What follows belongs to an exercise in optimizing a design on an open flow for small area, a short achievable clock period and few clock cycles per item; a production flow would make more cautious choices. Where RTL was checked, it was by simulation tests only, not by an equivalence proof against the original. Power is estimated from default activity; no workload was simulated.

==> run a <==
## fuzzy_signature_scanner
module fuzzy_signature_scanner #(
   parameter int PATTERN_LEN = 32,
   parameter int OFFSET_BITS = 32
) (
   input  logic                      clock,
   input  logic                      reset,
   input  logic                      req_valid,
   output logic                      req_ready,
   input  logic [7:0]                req_data_byte,
   input  logic                      req_end_of_region,
   output logic                      rsp_valid,
   input  logic                      rsp_ready,
   output logic                      rsp_found,
   output logic [31:0]               rsp_hit_offset,
   input  logic                      csr_wr_en,
   input  logic [2:0]                csr_index,
   input  logic [63:0]               csr_wdata
);
   localparam int N = PATTERN_LEN;
   logic [REG_PATTERN_BYTES-1:0][BYTE_BITS-1:0] pat_ff;    
   logic [BYTE_BITS-1:0]                        final_ff;  
   logic [MATCH_BITS-1:0]                       min_ff;
   logic [CSR_DATA_BITS-1:0] wdata;
   logic [5:0]               wr;
   assign wdata = reset ? {{(CSR_DATA_BITS-MATCH_BITS){1'b0}}, MIN_MATCHES_RESET} : csr_wdata;
   for (genvar r = 0; r < 6; r++) begin : g_wr
      assign wr[r] = reset || (csr_wr_en && csr_index == 3'(r));
   end
   always_ff @(posedge clock) begin
      if (wr[CSR_PATTERN_LO])    pat_ff[7:0]   <= reset ? '0 : wdata;
      if (wr[CSR_PATTERN_MID])   pat_ff[15:8]  <= reset ? '0 : wdata;
      if (wr[CSR_PATTERN_UPPER]) pat_ff[23:16] <= reset ? '0 : wdata;
      if (wr[CSR_PATTERN_TOP])   pat_ff[30:24] <= reset ? '0 : wdata[55:0];
      if (wr[CSR_FINAL_BYTE])    final_ff      <= reset ? '0 : wdata[BYTE_BITS-1:0];
      if (wr[CSR_MIN_MATCHES])   min_ff        <= wdata[MATCH_BITS-1:0];
   end
   logic                   ready_ff;
   logic                   first_ff;      
   logic [4:0]             seen_ff;       
   logic                   past_ff;       
   logic                   hit_done_ff;   
   logic [OFFSET_BITS-1:0] off_ff;        
   logic                   rsp_valid_ff, rsp_found_ff;
   logic                   pend_ff;       
   logic [N-1:1][5:0] part;
   logic [N-1:0][BYTE_BITS-1:0] pattern;
   logic [N-1:0]                equal;
   assign pattern = {final_ff, pat_ff};
   fss_match #(
  ...
==> module fuzzy_signature_scanner, before the edit <==
module fuzzy_signature_scanner #(
   parameter int PATTERN_LEN = 32,
   parameter int OFFSET_BITS = 32
) (
   input  logic                      clock,
   input  logic                      reset,
   input  logic                      req_valid,
   output logic                      req_ready,
   input  logic [7:0]                req_data_byte,
   input  logic                      req_end_of_region,
   output logic                      rsp_valid,
   input  logic                      rsp_ready,
   output logic                      rsp_found,
   output logic [31:0]               rsp_hit_offset,
   input  logic                      csr_wr_en,
   input  logic [2:0]                csr_index,
   input  logic [63:0]               csr_wdata
);
   localparam int N = PATTERN_LEN;
   logic [REG_PATTERN_BYTES-1:0][BYTE_BITS-1:0] pat_ff;    
   logic [BYTE_BITS-1:0]                        final_ff;  
   logic [MATCH_BITS-1:0]                       min_ff;
   logic [CSR_DATA_BITS-1:0] wdata;
   logic [5:0]               wr;
   assign wdata = reset ? {{(CSR_DATA_BITS-MATCH_BITS){1'b0}}, MIN_MATCHES_RESET} : csr_wdata;
   for (genvar r = 0; r < 6; r++) begin : g_wr
      assign wr[r] = reset || (csr_wr_en && csr_index == 3'(r));
   end
   always_ff @(posedge clock) begin
      if (wr[CSR_PATTERN_LO])    pat_ff[7:0]   <= reset ? '0 : wdata;
      if (wr[CSR_PATTERN_MID])   pat_ff[15:8]  <= reset ? '0 : wdata;
      if (wr[CSR_PATTERN_UPPER]) pat_ff[23:16] <= reset ? '0 : wdata;
      if (wr[CSR_PATTERN_TOP])   pat_ff[30:24] <= reset ? '0 : wdata[55:0];
      if (wr[CSR_FINAL_BYTE])    final_ff      <= reset ? '0 : wdata[BYTE_BITS-1:0];
      if (wr[CSR_MIN_MATCHES])   min_ff        <= wdata[MATCH_BITS-1:0];
   end
   logic                   ready_ff;
   logic                   first_ff;      
   logic [4:0]             seen_ff;       
   logic                   past_ff;       
   logic                   hit_done_ff;   
   logic [OFFSET_BITS-1:0] off_ff;        
   logic                   rsp_valid_ff, rsp_found_ff;
   logic                   pend_ff;       
   logic [N-1:1][5:0] part;
   logic [N-1:0][BYTE_BITS-1:0] pattern;
   logic [N-1:0]                equal;
   assign pattern = {final_ff, pat_ff};
   fss_match #(
      .PATTERN_LEN(N)
   ) u_match (
      .data_byte(req_data_byte),
      .pattern  (pattern),
      .equal    (equal)
   );
   logic hd, live, go;
   logic hit_if_eq, hit_if_ne, hit_now, hit_rep, miss_rep, move;
   assign hd   = hit_done_ff && !first_ff;
   assign live = !first_ff && (&seen_ff) && !hd;    
   assign go   = req_valid && ready_ff;
   logic hit_if_eq_ff, hit_if_ne_ff;
   logic ge0, ge1, ge2;
   assign ge0 = {1'b0, part[2]} >= {1'b0, min_ff};
   assign ge1 = {1'b0, part[2]} + 7'd1 >= {1'b0, min_ff};
   assign ge2 = {1'b0, part[2]} + 7'd2 >= {1'b0, min_ff};
   assign hit_if_eq = equal[N-2] ? ge2 : ge1;
   assign hit_if_ne = equal[N-2] ? ge1 : ge0;
   assign hit_now   = live && (equal[N-1] ? hit_if_eq_ff : hit_if_ne_ff);
   assign hit_rep  = go && hit_now;
   assign miss_rep = go && req_end_of_region && !hd && !hit_now;
   assign move     = pend_ff && (!rsp_valid_ff || rsp_ready);
   logic                   first_d, hit_done_d, rsp_valid_d, pend_d;
   logic [4:0]             seen_d;
   logic                   hd_d, live_d;
   logic [OFFSET_BITS-1:0] off_inc, off_d;
   logic                   off_chk, off_clr;
   always_comb begin
      first_d     = go ? req_end_of_region : first_ff;
      seen_d      = go ? (first_ff ? 5'd1 : ((&seen_ff) ? seen_ff : seen_ff + 5'd1)) : seen_ff;
      hit_done_d  = go ? (hd || hit_now) : hit_done_ff;
      rsp_valid_d = hit_rep || move || (rsp_valid_ff && !rsp_ready);
      pend_d      = miss_rep || (pend_ff && !move);
      hd_d   = hit_done_d && !first_d;
      live_d = !first_d && (&seen_d) && !hd_d;
      off_inc = (off_ff == {{(OFFSET_BITS-6){1'b1}}, 6'b011111}) ? off_ff : off_ff + 1'b1;
      off_chk = go && live;
      off_clr = move || (off_chk && !past_ff);
      off_d   = ({OFFSET_BITS{!off_chk && !off_clr}} & off_ff)
              | ({OFFSET_BITS{off_chk && past_ff}} & off_inc);
   end
   always_ff @(posedge clock) begin
      if (reset) begin
         ready_ff     <= 1'b1;
         first_ff     <= 1'b1;
         rsp_valid_ff <= 1'b0;
         pend_ff      <= 1'b0;
      end else begin
         ready_ff     <= !((live_d && (rsp_valid_d || pend_d)) || (!hd_d && rsp_valid_d && pend_d));
         first_ff     <= first_d;
         rsp_valid_ff <= rsp_valid_d;
         pend_ff      <= pend_d;
      end
   end
   always_ff @(posedge clock) begin
      seen_ff     <= seen_d;
      hit_done_ff <= hit_done_d;
      if (go) begin
         past_ff <= !first_ff && (&seen_ff);
         hit_if_eq_ff <= hit_if_eq;
         hit_if_ne_ff <= hit_if_ne;
      end
      off_ff       <= off_d;
      rsp_found_ff <= hit_rep || (!move && rsp_found_ff);
   end
   for (genvar k = 1; k < N; k++) begin : g_part
      localparam int W = $clog2(N - k + 1);
      logic [W-1:0] part_ff;
      if (k == N - 1) begin : g_last
         always_ff @(posedge clock)
            if (go) part_ff <= equal[0];
      end else begin : g_mid
         logic [W-1:0] part_src, part_inc, part_ones;
         assign part_src = W'(part[k+1]);
         always_comb begin
            part_ones[0] = 1'b1;
            for (int i = 1; i < W; i++)
               part_ones[i] = part_ones[i-1] && part_src[i-1];
            part_inc = part_src ^ (part_ones & {W{equal[N-1-k]}});
         end
         always_ff @(posedge clock)
            if (go) part_ff <= part_inc;
      end
      assign part[k] = 6'(part_ff);
   end
   assign req_ready      = ready_ff;
   assign rsp_valid      = rsp_valid_ff;
   assign rsp_found      = rsp_found_ff;
   assign rsp_hit_offset = off_ff;
endmodule
clock: 7.5 ns
lec_check: 0
abc_clock_period_in_ps: 2500
cap_margin: 20
core_margin: 2
core_utilization: 60
cts_cluster_diameter: 80
cts_cluster_size: 30
setup_slack_margin: 4.8
slew_margin: 20
standard.sh (not shown) runs the stock make flow with config.mk's settings and CLKGATE_MAP_FILE= SYNTH_SCRIPT=/design/flow/synth_recipe.tcl, a recipe that flattens the netlist after the stock synthesis.
==> flow/flow/run.sh <==
#!/bin/bash
set -euo pipefail
bash standard.sh \
  "BUFFER_PORTS_ARGS=-buffer_cell sky130_fd_sc_hd__buf_1" \
  "PRE_RESIZE_TCL=$PWD/flow/ports.tcl" \
  "CTS_ARGS=-sink_clustering_enable -repair_clock_nets -sink_clustering_size 30 -sink_clustering_max_diameter 80 -dont_use_dummy_load" \
  finish > flow.log 2>&1
==> flow/flow/ports.tcl <==
# PRE_RESIZE hook: the port buffers start as buf_1; the inputs that fan out to many
# enables or feed long control paths get a stronger buffer.
foreach port {csr_wr_en csr_index[0] csr_index[1] csr_index[2] reset req_valid rsp_ready req_end_of_region} {
  foreach pin [get_pins -of_objects [get_nets $port]] {
    set inst [get_cells -of_objects $pin]
    set master [get_property [get_lib_cells -of_objects $inst] name]
    if {[string match "sky130_fd_sc_hd__buf_*" $master]} {
      puts "ports.tcl: [get_full_name $inst] ($master) -> sky130_fd_sc_hd__buf_4 for $port"
      replace_cell $inst sky130_fd_sc_hd__buf_4
    }
  }
}
==> inputs of run b, as changes to run a <==
--- a/flow/design.v
+++ b/flow/design.v
@@ -73,14 +73,16 @@
       if (wr[CSR_FINAL_BYTE])    final_ff      <= reset ? '0 : wdata[BYTE_BITS-1:0];
       if (wr[CSR_MIN_MATCHES])   min_ff        <= wdata[MATCH_BITS-1:0];
    end
-   logic                   ready_ff;
+   logic                 in_valid_ff;
+   logic [BYTE_BITS-1:0] in_byte_ff;
+   logic                 in_eor_ff;
+   logic                 ready_ff;
    logic                   first_ff;      
    logic [4:0]             seen_ff;       
    logic                   past_ff;       
    logic                   hit_done_ff;   
    logic [OFFSET_BITS-1:0] off_ff;        
    logic                   rsp_valid_ff, rsp_found_ff;
-   logic                   pend_ff;       
    logic [N-1:1][5:0] part;
    logic [N-1:0][BYTE_BITS-1:0] pattern;
    logic [N-1:0]                equal;
@@ -88,15 +90,17 @@
    fss_match #(
       .PATTERN_LEN(N)
    ) u_match (
-      .data_byte(req_data_byte),
+      .data_byte(in_byte_ff),
       .pattern  (pattern),
       .equal    (equal)
    );
-   logic hd, live, go;
-   logic hit_if_eq, hit_if_ne, hit_now, hit_rep, miss_rep, move;
-   assign hd   = hit_done_ff && !first_ff;
-   assign live = !first_ff && (&seen_ff) && !hd;    
-   assign go   = req_valid && ready_ff;
+   logic hd, live, risky, stall, go;
+   logic hit_if_eq, hit_if_ne, hit_now, miss_now, report;
+   assign hd    = hit_done_ff && !first_ff;
+   assign live  = !first_ff && (&seen_ff) && !hd;
+   assign risky = live || (in_eor_ff && !hd);
+   assign stall = rsp_valid_ff && risky;
+   assign go    = in_valid_ff && !stall;
    logic hit_if_eq_ff, hit_if_ne_ff;
    logic ge0, ge1, ge2;
    assign ge0 = {1'b0, part[2]} >= {1'b0, min_ff};
@@ -105,51 +109,54 @@
    assign hit_if_eq = equal[N-2] ? ge2 : ge1;
    assign hit_if_ne = equal[N-2] ? ge1 : ge0;
    assign hit_now   = live && (equal[N-1] ? hit_if_eq_ff : hit_if_ne_ff);
-   assign hit_rep  = go && hit_now;
-   assign miss_rep = go && req_end_of_region && !hd && !hit_now;
-   assign move     = pend_ff && (!rsp_valid_ff || rsp_ready);
-   logic                   first_d, hit_done_d, rsp_valid_d, pend_d;
+   assign miss_now  = in_eor_ff && !hd && !hit_now;
+   assign report    = go && (hit_now || miss_now);
+   logic                   in_valid_d, in_eor_d, first_d, hit_done_d, rsp_valid_d;
    logic [4:0]             seen_d;
-   logic                   hd_d, live_d;
-   logic [OFFSET_BITS-1:0] off_inc, off_d;
-   logic                   off_chk, off_clr;
+   logic                   hd_d, live_d, risky_d, stall_d;
+   logic [OFFSET_BITS-1:0] off_inc;
    always_comb begin
-      first_d     = go ? req_end_of_region : first_ff;
+      in_valid_d  = (req_valid && ready_ff) || (in_valid_ff && !go);
+      in_eor_d    = ready_ff ? req_end_of_region : in_eor_ff;
+      first_d     = go ? in_eor_ff : first_ff;
       seen_d      = go ? (first_ff ? 5'd1 : ((&seen_ff) ? seen_ff : seen_ff + 5'd1)) : seen_ff;
       hit_done_d  = go ? (hd || hit_now) : hit_done_ff;
-      rsp_valid_d = hit_rep || move || (rsp_valid_ff && !rsp_ready);
-      pend_d      = miss_rep || (pend_ff && !move);
-      hd_d   = hit_done_d && !first_d;
-      live_d = !first_d && (&seen_d) && !hd_d;
+      rsp_valid_d = report || (rsp_valid_ff && !rsp_ready);
+      hd_d    = hit_done_d && !first_d;
+      live_d  = !first_d && (&seen_d) && !hd_d;
+      risky_d = live_d || (in_eor_d && !hd_d);
+      stall_d = rsp_valid_d && risky_d;
       off_inc = (off_ff == {{(OFFSET_BITS-6){1'b1}}, 6'b011111}) ? off_ff : off_ff + 1'b1;
-      off_chk = go && live;
-      off_clr = move || (off_chk && !past_ff);
-      off_d   = ({OFFSET_BITS{!off_chk && !off_clr}} & off_ff)
-              | ({OFFSET_BITS{off_chk && past_ff}} & off_inc);
    end
    always_ff @(posedge clock) begin
       if (reset) begin
+         in_valid_ff  <= 1'b0;
          ready_ff     <= 1'b1;
          first_ff     <= 1'b1;
          rsp_valid_ff <= 1'b0;
-         pend_ff      <= 1'b0;
       end else begin
-         ready_ff     <= !((live_d && (rsp_valid_d || pend_d)) || (!hd_d && rsp_valid_d && pend_d));
+         in_valid_ff  <= in_valid_d;
+         ready_ff     <= !(in_valid_d && stall_d);
          first_ff     <= first_d;
          rsp_valid_ff <= rsp_valid_d;
-         pend_ff      <= pend_d;
       end
    end
    always_ff @(posedge clock) begin
+      if (ready_ff) begin
+         in_byte_ff <= req_data_byte;
+         in_eor_ff  <= req_end_of_region;
+      end
       seen_ff     <= seen_d;
       hit_done_ff <= hit_done_d;
       if (go) begin
          past_ff <= !first_ff && (&seen_ff);
          hit_if_eq_ff <= hit_if_eq;
          hit_if_ne_ff <= hit_if_ne;
+         if (live || (in_eor_ff && !hd))
+            off_ff <= (past_ff && live && !miss_now) ? off_inc : '0;
       end
-      off_ff       <= off_d;
-      rsp_found_ff <= hit_rep || (!move && rsp_found_ff);
+      if (report)
+         rsp_found_ff <= hit_now;
    end
    for (genvar k = 1; k < N; k++) begin : g_part
       localparam int W = $clog2(N - k + 1);
@@ -158,16 +165,8 @@
          always_ff @(posedge clock)
             if (go) part_ff <= equal[0];
       end else begin : g_mid
-         logic [W-1:0] part_src, part_inc, part_ones;
-         assign part_src = W'(part[k+1]);
-         always_comb begin
-            part_ones[0] = 1'b1;
-            for (int i = 1; i < W; i++)
-               part_ones[i] = part_ones[i-1] && part_src[i-1];
-            part_inc = part_src ^ (part_ones & {W{equal[N-1-k]}});
-         end
          always_ff @(posedge clock)
-            if (go) part_ff <= part_inc;
+            if (go) part_ff <= W'(part[k+1]) + W'(equal[N-1-k]);
       end
       assign part[k] = 6'(part_ff);
    end
==> flow/run.sh (new file) <==
#!/bin/bash
# synth_recipe.tcl (not shown) runs the flow's synth.tcl, then flattens the netlist and writes it again
# the make line also repeats each setting of config.mk as NAME=value (left out here)
make -C /OpenROAD-flow-scripts/flow DESIGN_CONFIG=/design/flow/config.mk WORK_HOME=/design/flow/orfs CLKGATE_MAP_FILE= SYNTH_SCRIPT=/design/flow/synth_recipe.tcl finish
ABC_CLOCK_PERIOD_IN_PS = 3000   (was 2500)
CORE_UTILIZATION = 55   (was 60)
CTS_CLUSTER_DIAMETER = unset   (was 80)
CTS_CLUSTER_SIZE = unset   (was 30)
SETUP_SLACK_MARGIN = 4.5   (was 4.8)
removed: flow/flow/run.sh
removed: flow/flow/ports.tcl
removed: flow/standard.sh
==> inputs of run c, as changes to run a <==
--- a/flow/design.v
+++ b/flow/design.v
@@ -73,14 +73,16 @@
       if (wr[CSR_FINAL_BYTE])    final_ff      <= reset ? '0 : wdata[BYTE_BITS-1:0];
       if (wr[CSR_MIN_MATCHES])   min_ff        <= wdata[MATCH_BITS-1:0];
    end
-   logic                   ready_ff;
+   logic                 in_valid_ff;
+   logic [BYTE_BITS-1:0] in_byte_ff;
+   logic                 in_eor_ff;
+   logic                 ready_ff;
    logic                   first_ff;      
    logic [4:0]             seen_ff;       
    logic                   past_ff;       
    logic                   hit_done_ff;   
    logic [OFFSET_BITS-1:0] off_ff;        
    logic                   rsp_valid_ff, rsp_found_ff;
-   logic                   pend_ff;       
    logic [N-1:1][5:0] part;
    logic [N-1:0][BYTE_BITS-1:0] pattern;
    logic [N-1:0]                equal;
@@ -88,15 +90,17 @@
    fss_match #(
       .PATTERN_LEN(N)
    ) u_match (
-      .data_byte(req_data_byte),
+      .data_byte(in_byte_ff),
       .pattern  (pattern),
       .equal    (equal)
    );
-   logic hd, live, go;
-   logic hit_if_eq, hit_if_ne, hit_now, hit_rep, miss_rep, move;
-   assign hd   = hit_done_ff && !first_ff;
-   assign live = !first_ff && (&seen_ff) && !hd;    
-   assign go   = req_valid && ready_ff;
+   logic hd, live, risky, stall, go;
+   logic hit_if_eq, hit_if_ne, hit_now, miss_now, report;
+   assign hd    = hit_done_ff && !first_ff;
+   assign live  = !first_ff && (&seen_ff) && !hd;
+   assign risky = live || (in_eor_ff && !hd);
+   assign stall = rsp_valid_ff && risky;
+   assign go    = in_valid_ff && !stall;
    logic hit_if_eq_ff, hit_if_ne_ff;
    logic ge0, ge1, ge2;
    assign ge0 = {1'b0, part[2]} >= {1'b0, min_ff};
@@ -105,42 +109,47 @@
    assign hit_if_eq = equal[N-2] ? ge2 : ge1;
    assign hit_if_ne = equal[N-2] ? ge1 : ge0;
    assign hit_now   = live && (equal[N-1] ? hit_if_eq_ff : hit_if_ne_ff);
-   assign hit_rep  = go && hit_now;
-   assign miss_rep = go && req_end_of_region && !hd && !hit_now;
-   assign move     = pend_ff && (!rsp_valid_ff || rsp_ready);
-   logic                   first_d, hit_done_d, rsp_valid_d, pend_d;
+   assign miss_now  = in_eor_ff && !hd && !hit_now;
+   assign report    = go && (hit_now || miss_now);
+   logic                   in_valid_d, in_eor_d, first_d, hit_done_d, rsp_valid_d;
    logic [4:0]             seen_d;
-   logic                   hd_d, live_d;
+   logic                   hd_d, live_d, risky_d, stall_d;
    logic [OFFSET_BITS-1:0] off_inc, off_d;
-   logic                   off_chk, off_clr;
+   logic                   off_upd, off_sel;
    always_comb begin
-      first_d     = go ? req_end_of_region : first_ff;
+      in_valid_d  = (req_valid && ready_ff) || (in_valid_ff && !go);
+      in_eor_d    = ready_ff ? req_end_of_region : in_eor_ff;
+      first_d     = go ? in_eor_ff : first_ff;
       seen_d      = go ? (first_ff ? 5'd1 : ((&seen_ff) ? seen_ff : seen_ff + 5'd1)) : seen_ff;
       hit_done_d  = go ? (hd || hit_now) : hit_done_ff;
-      rsp_valid_d = hit_rep || move || (rsp_valid_ff && !rsp_ready);
-      pend_d      = miss_rep || (pend_ff && !move);
-      hd_d   = hit_done_d && !first_d;
-      live_d = !first_d && (&seen_d) && !hd_d;
+      rsp_valid_d = report || (rsp_valid_ff && !rsp_ready);
+      hd_d    = hit_done_d && !first_d;
+      live_d  = !first_d && (&seen_d) && !hd_d;
+      risky_d = live_d || (in_eor_d && !hd_d);
+      stall_d = rsp_valid_d && risky_d;
       off_inc = (off_ff == {{(OFFSET_BITS-6){1'b1}}, 6'b011111}) ? off_ff : off_ff + 1'b1;
-      off_chk = go && live;
-      off_clr = move || (off_chk && !past_ff);
-      off_d   = ({OFFSET_BITS{!off_chk && !off_clr}} & off_ff)
-              | ({OFFSET_BITS{off_chk && past_ff}} & off_inc);
+      off_upd = go && (live || (in_eor_ff && !hd));
+      off_sel = off_upd && past_ff && live && !miss_now;
+      off_d   = ({OFFSET_BITS{!off_upd}} & off_ff) | ({OFFSET_BITS{off_sel}} & off_inc);
    end
    always_ff @(posedge clock) begin
       if (reset) begin
+         in_valid_ff  <= 1'b0;
          ready_ff     <= 1'b1;
          first_ff     <= 1'b1;
          rsp_valid_ff <= 1'b0;
-         pend_ff      <= 1'b0;
       end else begin
-         ready_ff     <= !((live_d && (rsp_valid_d || pend_d)) || (!hd_d && rsp_valid_d && pend_d));
+         in_valid_ff  <= in_valid_d;
+         ready_ff     <= !(in_valid_d && stall_d);
          first_ff     <= first_d;
          rsp_valid_ff <= rsp_valid_d;
-         pend_ff      <= pend_d;
       end
    end
    always_ff @(posedge clock) begin
+      if (ready_ff) begin
+         in_byte_ff <= req_data_byte;
+         in_eor_ff  <= req_end_of_region;
+      end
       seen_ff     <= seen_d;
       hit_done_ff <= hit_done_d;
       if (go) begin
@@ -149,7 +158,7 @@
          hit_if_ne_ff <= hit_if_ne;
       end
       off_ff       <= off_d;
-      rsp_found_ff <= hit_rep || (!move && rsp_found_ff);
+      rsp_found_ff <= (report && hit_now) || (!report && rsp_found_ff);
    end
    for (genvar k = 1; k < N; k++) begin : g_part
       localparam int W = $clog2(N - k + 1);
@@ -158,16 +167,8 @@
          always_ff @(posedge clock)
             if (go) part_ff <= equal[0];
       end else begin : g_mid
-         logic [W-1:0] part_src, part_inc, part_ones;
-         assign part_src = W'(part[k+1]);
-         always_comb begin
-            part_ones[0] = 1'b1;
-            for (int i = 1; i < W; i++)
-               part_ones[i] = part_ones[i-1] && part_src[i-1];
-            part_inc = part_src ^ (part_ones & {W{equal[N-1-k]}});
-         end
          always_ff @(posedge clock)
-            if (go) part_ff <= part_inc;
+            if (go) part_ff <= W'(part[k+1]) + W'(equal[N-1-k]);
       end
       assign part[k] = 6'(part_ff);
    end
==> flow/flow/run.sh (replaced) <==
#!/bin/bash
set -euo pipefail
bash standard.sh \
  "CTS_ARGS=-sink_clustering_enable -repair_clock_nets -sink_clustering_size 30 -sink_clustering_max_diameter 80 -dont_use_dummy_load" \
  finish > flow.log 2>&1
SETUP_SLACK_MARGIN = 5   (was 4.8)
removed: flow/flow/ports.tcl
==> summary of the runs <==
In sequential power, run a and run c hardly differ.
Fmax: run b < run a < run c.
Between run b and run a, the lower non-clock buffer count is in run b (gap 27).
Against run b, the cell count of run a is higher by about 0.34%.
Run c passed the timing, design-rule and antenna checks. Run b finished clean. Run a finished clean.
Against run b, the count of clock-buffer cells in the layout of run c is lower by 38.
Between run b and run c, the lower first-iteration DRC count is in run b (gap about 23%, measured against run c).
Clock skew, lowest first: run b, run c, run a.
Of run b and run a, run a has the higher register-to-register slack (gap 390 ps).
Testbench counts of run c, summed over its fixed seeds: cycles 35,186, bytes 35,180.
For run a and run b, only the layout was checked, not whether the RTL still works.

re-timing with driven ports:
Ports are ideal in the flow. The routed layouts listed here were re-timed in OpenROAD. Step 1 assumes that a clkbuf_16 drives the clock port and a buf_2 every other input. Step 2, shift: input delay + t, output delay - t, t = (earliest + latest rising clock arrival at the registers) / 2. This alone moves slack from input paths to output paths. Slacks: ideal ports / drivers / drivers and shift; pairs: ideal ports / drivers.
run	shift t [ns]	setup WS [ns]	clock arrival spread, ns	cell pins on the clock port's net
run a	0.586	4.804 / 4.766 / 4.180	0.090 / 0.090	1
run b	0.619	4.548 / 4.494 / 3.966	0.020 / 0.019	1
run c	0.593	4.943 / 4.891 / 4.499	0.056 / 0.057	1
After both steps every run listed still meets setup and hold. The setup slack of run a, which loses most, moves by -0.038 ns with the drivers and by -0.624 ns with both steps.
